Context: an optimization exercise on an open-source flow, tuned for small area, a short achievable clock period and few clock cycles per item. The choices shown serve that exercise and are no tape-out recipe.
In this exercise RTL edits were held to simulation tests only and were not proved equivalent to the original.
Power is estimated from default activity; no workload was simulated.

<file path="design/flow/run.sh">
#!/bin/bash
# synth_recipe.tcl (not shown) runs the flow's synth.tcl, then flattens the netlist and writes it again
# the make line also repeats each setting of config.mk as NAME=value (left out here)
make -C /OpenROAD-flow-scripts/flow DESIGN_CONFIG=/design/flow/config.mk WORK_HOME=/design/flow/orfs CLKGATE_MAP_FILE= SYNTH_SCRIPT=/design/flow/synth_recipe.tcl finish
</file>
<file path="design/flow/config.mk">
export PLATFORM = sky130hd
export DESIGN_NAME = baud_divisor_search
export DESIGN_NICKNAME = baud_divisor_search
export VERILOG_FILES = /design/flow/design.v
export SDC_FILE = /design/flow/constraint.sdc
export NUM_CORES = 4
export LEC_CHECK = 0
export CAP_MARGIN = 20
export CORE_MARGIN = 2
export CORE_UTILIZATION = 40
export SLEW_MARGIN = 20
</file>
<file path="design/flow/constraint.sdc">
create_clock -name core_clock -period 10.0 [get_ports {clk}]
set_input_delay 2.0000 -clock core_clock [delete_from_list [all_inputs] [get_ports {clk}]]
set_output_delay 2.0000 -clock core_clock [all_outputs]
set_load 0.01 [all_outputs]
</file>
<file path="design/flow/design.v">
`timescale 1ns / 1ps
package bds_pkg;
  localparam int unsigned DivW      = 48;
  localparam int unsigned RatioW    = 16;
  localparam logic [15:0] RatioMax  = 16'hFFFF;
  localparam logic [13:0] TolReset  = 14'd200;
  localparam logic [13:0] RatioUnit = 14'd10000;
endpackage
`timescale 1ns / 1ps
module bds_divider (
  input  logic        clk,
  input  logic        rst,
  input  logic        start,
  input  logic [47:0] dividend,
  input  logic [47:0] divisor,
  output logic        done,
  output logic [47:0] quotient
);
  logic [47:0] rem;
  logic [47:0] den;
  logic [5:0]  count;
  logic        busy;
  logic [48:0] trial;
  assign trial = {rem, quotient[47]} - {1'b0, den};
  always_ff @(posedge clk) begin
    if (rst) begin
      busy  <= 1'b0;
      done  <= 1'b0;
      count <= '0;
    end else begin
      done <= 1'b0;
      if (start) begin
        busy     <= 1'b1;
        rem      <= '0;
        den      <= divisor;
        quotient <= dividend;
        count    <= 6'd48;
      end else if (busy) begin
        if (!trial[48]) begin
          rem      <= trial[47:0];
          quotient <= {quotient[46:0], 1'b1};
        end else begin
          rem      <= {rem[46:0], quotient[47]};
          quotient <= {quotient[46:0], 1'b0};
        end
        count <= count - 6'd1;
        if (count == 6'd1) begin
          busy <= 1'b0;
          done <= 1'b1;
        end
      end
    end
  end
endmodule
`timescale 1ns / 1ps
module baud_divisor_search #(
  parameter int unsigned MANTISSA_LIMIT = 4095,
  parameter int unsigned SCALE_STEPS    = 7
) (
  input  logic        clk,
  input  logic        rst,
  input  logic        cfg_we,
  input  logic [13:0] cfg_wdata,
  input  logic        in_valid,
  output logic        in_stall,
  input  logic [24:0] periph_clock,
  input  logic [20:0] wanted_baud,
  output logic        out_valid,
  input  logic        out_stall,
  output logic [11:0] divisor_mantissa,
  output logic signed [3:0] divisor_exponent,
  output logic        double_speed,
  output logic [15:0] deviation,
  output logic        found
);
  typedef enum logic [3:0] {
    S_IDLE, S_PASS, S_TRY, S_MANT, S_REAL, S_RAT, S_CONS, S_END, S_OUT
  } state_t;
  localparam logic [47:0] Limit = 48'(MANTISSA_LIMIT);
  localparam logic [2:0]  Steps = 3'(SCALE_STEPS);
  state_t      state;
  logic [13:0] tolerance;
  logic [24:0] pclk;
  logic [20:0] want;
  logic        dbl;
  logic        neg;
  logic [2:0]  step;
  logic [47:0] mant;
  logic [47:0] real_rate;
  logic        ok;
  logic [15:0] ratio;
  logic [11:0] bmant;
  logic [3:0]  bexp;
  logic        p_ok;
  logic [15:0] p_ratio;
  logic [11:0] p_mant;
  logic [3:0]  p_exp;
  logic        div_start;
  logic [47:0] div_a;
  logic [47:0] div_b;
  logic        div_done;
  logic [47:0] div_q;
  logic [2:0]  base;
  logic [47:0] deno;
  logic [47:0] twice;
  logic [47:0] ndeno;
  logic        try_stop;
  logic [47:0] try_a;
  logic [47:0] try_b;
  logic [47:0] real_a;
  logic [47:0] real_b;
  logic [47:0] rate_small;
  logic [21:0] rate_big;
  logic [47:0] rat_a;
  logic        pass_good;
  bds_divider u_div (
    .clk(clk), .rst(rst), .start(div_start), .dividend(div_a), .divisor(div_b),
    .done(div_done), .quotient(div_q)
  );
  function automatic logic [16:0] RatioUnitSum(input logic [13:0] t);
    RatioUnitSum = {3'd0, bds_pkg::RatioUnit} + {3'd0, t};
  endfunction
  always_comb begin
    base  = dbl ? 3'd3 : 3'd4;
    twice = {22'd0, pclk, 1'b0};
    deno  = {27'd0, want} << ({1'b0, base} + {1'b0, step});
    ndeno = {27'd0, want} << (base - 3'd1);
    if (!neg) begin
      try_stop = twice <= deno;
      try_a    = twice - deno;
      try_b    = deno << 1;
      real_a   = {23'd0, pclk} >> step;
      real_b   = (mant + 48'd1) << base;
    end else begin
      try_stop = {23'd0, pclk} < (ndeno << 1);
      try_a    = (({23'd0, pclk} - (ndeno << 1)) << step) + ndeno;
      try_b    = ndeno << 1;
      real_a   = {23'd0, pclk} << step;
      real_b   = ({36'd0, mant[11:0]} + (48'd1 << step)) << base;
    end
    rate_small = ({27'd0, want} < div_q) ? {27'd0, want} : div_q;
    rate_big   = ({27'd0, want} < div_q) ? div_q[21:0] : {1'b0, want};
    rat_a      = {12'd0, {14'd0, rate_big} * 36'd10000};
    pass_good = ok && ({1'b0, ratio} <= 17'(RatioUnitSum(tolerance)));
  end
  always_ff @(posedge clk) begin
    if (rst) begin
      state     <= S_IDLE;
      tolerance <= bds_pkg::TolReset;
      out_valid <= 1'b0;
      div_start <= 1'b0;
    end else begin
      div_start <= 1'b0;
      if (cfg_we) tolerance <= cfg_wdata;
      case (state)
        S_IDLE: begin
          if (in_valid) begin
            pclk  <= periph_clock;
            want  <= wanted_baud;
            dbl   <= 1'b0;
            state <= S_PASS;
          end
        end
        S_PASS: begin
          ok    <= 1'b0;
          ratio <= bds_pkg::RatioMax;
          bmant <= '0;
          bexp  <= '0;
          neg   <= 1'b0;
          step  <= '0;
          state <= (want == '0) ? S_END : S_TRY;
        end
        S_TRY: begin
          if (try_stop) begin
            if (!neg) begin
              neg  <= 1'b1;
              step <= 3'd1;
            end else begin
              state <= S_END;
            end
          end else begin
            div_a     <= try_a;
            div_b     <= try_b;
            div_start <= 1'b1;
            state     <= S_MANT;
          end
        end
        S_MANT: begin
          if (div_done) begin
            mant <= div_q;
            if (div_q >= Limit) begin
              if (neg) state <= S_END;
              else state <= S_CONS;
              real_rate <= '0;
            end else begin
              state <= S_REAL;
            end
          end
        end
        S_REAL: begin
          div_a     <= real_a;
          div_b     <= real_b;
          div_start <= 1'b1;
          state     <= S_RAT;
          real_rate <= '1;
        end
        S_RAT: begin
          if (div_done) begin
            real_rate <= div_q;
            if (div_q == '0) begin
              state <= S_CONS;
            end else begin
              state <= S_CONS;
              div_start <= 1'b1;
              div_b     <= rate_small;
              div_a     <= rat_a;
              real_rate <= '1;
              mant      <= mant;
            end
          end
        end
        S_CONS: begin
          if (real_rate == '0 || div_done) begin
            if (div_done && (div_q < {32'd0, ratio})) begin
              ratio <= div_q[15:0];
              bmant <= mant[11:0];
              bexp  <= neg ? 4'(-$signed({1'b0, step})) : {1'b0, step};
              ok    <= 1'b1;
            end
            if (step == Steps) begin
              if (!neg) begin
                neg  <= 1'b1;
                step <= 3'd1;
              end else begin
                state <= S_END;
              end
            end else begin
              step <= step + 3'd1;
            end
            if (!(step == Steps && neg)) state <= S_TRY;
          end
        end
        S_END: begin
          if (!dbl) begin
            p_ok    <= ok;
            p_ratio <= ratio;
            p_mant  <= bmant;
            p_exp   <= bexp;
            if (pass_good) begin
              state <= S_OUT;
              out_valid <= 1'b1;
              found <= ok;
              divisor_mantissa <= bmant;
              divisor_exponent <= bexp;
              double_speed <= 1'b0;
              deviation <= ratio - 16'(bds_pkg::RatioUnit);
            end else begin
              dbl   <= 1'b1;
              state <= S_PASS;
            end
          end else begin
            state     <= S_OUT;
            out_valid <= 1'b1;
            if (ok) begin
              found <= 1'b1;
              divisor_mantissa <= bmant;
              divisor_exponent <= bexp;
              double_speed <= 1'b1;
              deviation <= ratio - 16'(bds_pkg::RatioUnit);
            end else if (p_ok) begin
              found <= 1'b1;
              divisor_mantissa <= p_mant;
              divisor_exponent <= p_exp;
              double_speed <= 1'b0;
              deviation <= p_ratio - 16'(bds_pkg::RatioUnit);
            end else begin
              found <= 1'b0;
              divisor_mantissa <= '0;
              divisor_exponent <= '0;
              double_speed <= 1'b0;
              deviation <= '0;
            end
          end
        end
        S_OUT: begin
          if (!out_stall) begin
            out_valid <= 1'b0;
            state     <= S_IDLE;
          end
        end
        default: state <= S_IDLE;
      endcase
    end
  end
  assign in_stall = (state != S_IDLE);
endmodule
</file>
==> flow_metrics.env <==
export IMPL_synth_async_reset_ratio=0
export IMPL_cts_resized=0
export IMPL_antenna_left=0
export IMPL_synth_area_um2=38200
export IMPL_layout_commonest_cell="edfxtp_1"
export IMPL_hold_slack_ps=416
export IMPL_die_w_um=313
export IMPL_regToRegSetupSlack_ps=1340
export IMPL_cp_required_ps=10360
export IMPL_start_kind="flip-flop"
export IMPL_fmax_mhz=115
export IMPL_critPathSlowestCell="o21ai_0"
export IMPL_vdd_drop_max_mv=0.169
export IMPL_cts_tree="done"
export IMPL_grt_usage=0.229
export IMPL_dp_hpwl_mm=86.4
export IMPL_synth_nets=4347
export IMPL_rsz0062_at_grt="false"
export IMPL_synth_area_per_cell_um2=9.69
export IMPL_vias_per_cell=5.77
export IMPL_gp_congestion=0.937
export IMPL_synth_cell_types=95
export IMPL_setup_viol=0
export IMPL_clockBufferDepth=3
export IMPL_power_switching_uw=5230
export IMPL_endpoint_kind="flip-flop"
export IMPL_power_density_nw_per_um2=279
export IMPL_routed_wl_mm=114
export IMPL_numPortBuffers=100
export IMPL_timing_final_crit_period_ps=8660
export IMPL_fin_ws_ps=1340
export IMPL_path_common_cell="a21o_1"
export IMPL_fin_crit_sh=0.866
export IMPL_insertion_delay_ps=670
export IMPL_place_area_um2=40500
export IMPL_status="finished clean"
export IMPL_cp_arrival_ps=9020
export IMPL_via_count=30400
export IMPL_p_clk_frac=0.185
export IMPL_crit_type="reg -> reg"
export IMPL_intPower_uw=6610
export IMPL_final_net_count=4366
export IMPL_cts_hold_buf=0
export IMPL_route_detailed_drc=0
export IMPL_post_place_ws_ps=1450
export IMPL_drive_gt1_frac=0.0783
export IMPL_grt_pass1_vias=29300
export IMPL_cp_max_fo=36
export IMPL_syn2layout_area_growth_pct=11.2
export IMPL_skew_ps=42.0
export IMPL_ys_ff_latch=512
export IMPL_dominantRegCellSynth="edfxtp_1"
export IMPL_synth_edf_count=484
export IMPL_drv_cap=0
export IMPL_mostFrequentLayoutCells="edfxtp_1, nor2_1, nand2_1"
export IMPL_relSlewSlack=0.304
export IMPL_cts_sinks=512
export IMPL_antenna_found_initial=2
export IMPL_num_fill_cells=8948
export IMPL_ios=101
export IMPL_firstDrtPassIters=6
export IMPL_setup_tns_final_ps=0
export IMPL_grt_pass1_wl_mm=175
export IMPL_wire_per_inst_um=21.7
export IMPL_final_cell_area_um2=42500
export IMPL_dieHeight_um=313
export IMPL_yosysSeqAreaShare=0.395
export IMPL_seq_power_share=0.246
export IMPL_post_cts_repair_setup_buffers=0
export IMPL_root_buffer="clkbuf_16"
export IMPL_drtIter0Drc=3123
export IMPL_synth_cells=3943
export IMPL_dieArea_um2=98000
export IMPL_grt_max_degree=76
export IMPL_final_max_slew_viol_count=0
export IMPL_critical_path_max_stage_delay_ps=720
export IMPL_h_tree_depth=2
export IMPL_p_sw_frac=0.442
export IMPL_core_area_um2=94900
export IMPL_worst_pin_slew_ps=1030
export IMPL_numCtsBuffers=58
export IMPL_clk_pin_slew_ps=70
export IMPL_comb_power_share=0.569
export IMPL_grt_remaining_overflow=0
export IMPL_start_util=0.403
export IMPL_leakage_uw=0.0168
export IMPL_rows=113
export IMPL_yosys_warnings=2
export IMPL_worstHoldPathType="reg -> reg"
export IMPL_hold_viol_final=0
==> worst paths after layout <==
kind / end / startpoint / cells after the start
worst max register to register: div_a[34] / u_div.quotient[1] / 31
worst max-delay path: div_a[34] / u_div.quotient[1] / 31
worst min-delay path: u_div.den[31] / div_b[31] / 0
worst min register to register: u_div.den[31] / div_b[31] / 0
==> kinds of logic after synthesis <==
group,after synthesis,synth area share
DFF,512,0.395
buffers and inverters,489,0.0491
AOI/OAI and AO/OA,1000,0.169
muxes,250,0.0774
adders and majority gates,339,0.121
and+or+nand+nor,1143,0.140
xor gates and xnor gates,210,0.0481
==> through the flow <==
stage                     instances   util  power, uW
after floorplan                3943      -       7760
after global routing           5277  0.448      12700
after CTS                      5277  0.448      11800
after detailed placement       5167  0.427       9500
final                          5280  0.448      11800
after global placement         5166  0.427       9480
==> metal layers <==
layer / up-vias / track usage / wire length [um]
li1: 14500 / - / -
met1: 14700 / 0.335 / 52500
met2: 1136 / 0.346 / 49600
met3: 165 / 0.0447 / 9510
met4: 2 / 0.0615 / 2810
met5: - / 0 / 13
==> registers in the layout, indices dropped and copies added (netlist names), 3 cells and up <==
signal,count
divisor_exponent,4
u_div.den,48
u_div.quotient,48
pclk,25
want,21
p_mant,12
p_ratio,16
tolerance,14
step,3
deviation,16
state,4
u_div.count,6
real_rate,48
p_exp,4
divisor_mantissa,12
div_b,48
bmant,12
bexp,4
u_div.rem,48
div_a,48
mant,45
ratio,16
==> cells in the mapped netlist (all sizes together), types with 8 or more instances <==
cell | count | share of area
inv | 293 | 0.029
nand2b | 51 | 0.0084
a2111oi | 10 | 0.0030
dfxtp | 28 | 0.015
nor2 | 338 | 0.033
or2 | 25 | 0.0041
o221ai | 24 | 0.0055
a41o | 8 | 0.0021
a32oi | 8 | 0.0018
a211o | 12 | 0.0028
or3 | 29 | 0.0047
nor4 | 38 | 0.0062
a31oi | 32 | 0.0061
o211ai | 39 | 0.0083
mux4 | 30 | 0.018
nor2b | 31 | 0.0051
xor2 | 87 | 0.020
nand2 | 323 | 0.032
nand4 | 36 | 0.0061
nor3 | 69 | 0.0090
and3 | 27 | 0.0044
o31ai | 19 | 0.0039
a211oi | 37 | 0.0075
o21ai | 276 | 0.036
and4 | 8 | 0.0018
o21bai | 23 | 0.0045
fa | 49 | 0.026
a21o | 92 | 0.018
o22ai | 40 | 0.0067
edfxtp | 484 | 0.38
mux2i | 160 | 0.042
nand3 | 108 | 0.014
ha | 290 | 0.095
buf | 44 | 0.0053
o21a | 44 | 0.0086
nand3b | 12 | 0.0024
a22oi | 13 | 0.0027
and2 | 28 | 0.0046
mux2 | 60 | 0.018
a21oi | 252 | 0.033
clkbuf | 152 | 0.015
xnor2 | 123 | 0.028
==> final cells by class <==
class	instances	area, um2	area share
well taps	1265	1580	0.0373
clock inverters	45	475	0.0112
repair buffers	155	1410	0.0332
clock buffers	65	1480	0.0348
multi-input cells	2942	21300	0.502
diodes	3	7.51	0.000177
flip-flops and latches	512	15100	0.355
inverters	293	1100	0.0259
==> critical path: cells and delay by family (launching register included) <==
kind / cells / cell delay [ps]
buffers and inverters: 4 / 530
adder cells (fa/ha/maj): 7 / 2610
flip-flops: 1 / 490
XOR/XNOR: 2 / 340
AO/OA/AOI/OAI: 18 / 4380
==> power by group through the flow <==
| stage | logic (uW) | registers, uW | clock network, uW |
|---|---|---|---|
| global placement | 6540 | 2940 | 0 |
| CTS | 6600 | 2900 | 2240 |
| global route | 7410 | 2930 | 2320 |
| detailed placement | 6550 | 2950 | 0 |
| finish | 6740 | 2910 | 2200 |
| floorplan | 4890 | 2870 | 0 |
Testbench counts, summed over its fixed seeds: cycles 461,877, items 288.

==> re-timing with driven ports <==
How much do the figures lean on ideal ports? The routed layout below was timed once more, with nothing changed but the port constraints.
Step 1, drivers: a clkbuf_16 drives clk and a buf_2 each remaining input, both assumed.
Step 2 moves the port delays by t, midway between the first and last clock arrival at a register: inputs arrive t later, outputs are due t later. That takes back most of the time a late clock gives input paths.
a / b / c = no drivers / after step 1 / after step 2; a / b = the first two.
t (ns): 0.714
setup slack, ns: 1.340 / 1.340 / 1.340
latest minus earliest clock arrival (ns): 0.042 / 0.043
worst slew at a driven data input, ns: 0.06
pins driven straight from the clock port: 1
After both steps this run still meets setup and hold. The setup slack of this run moves by 0.000 ns with the drivers and by 0.000 ns with both steps.
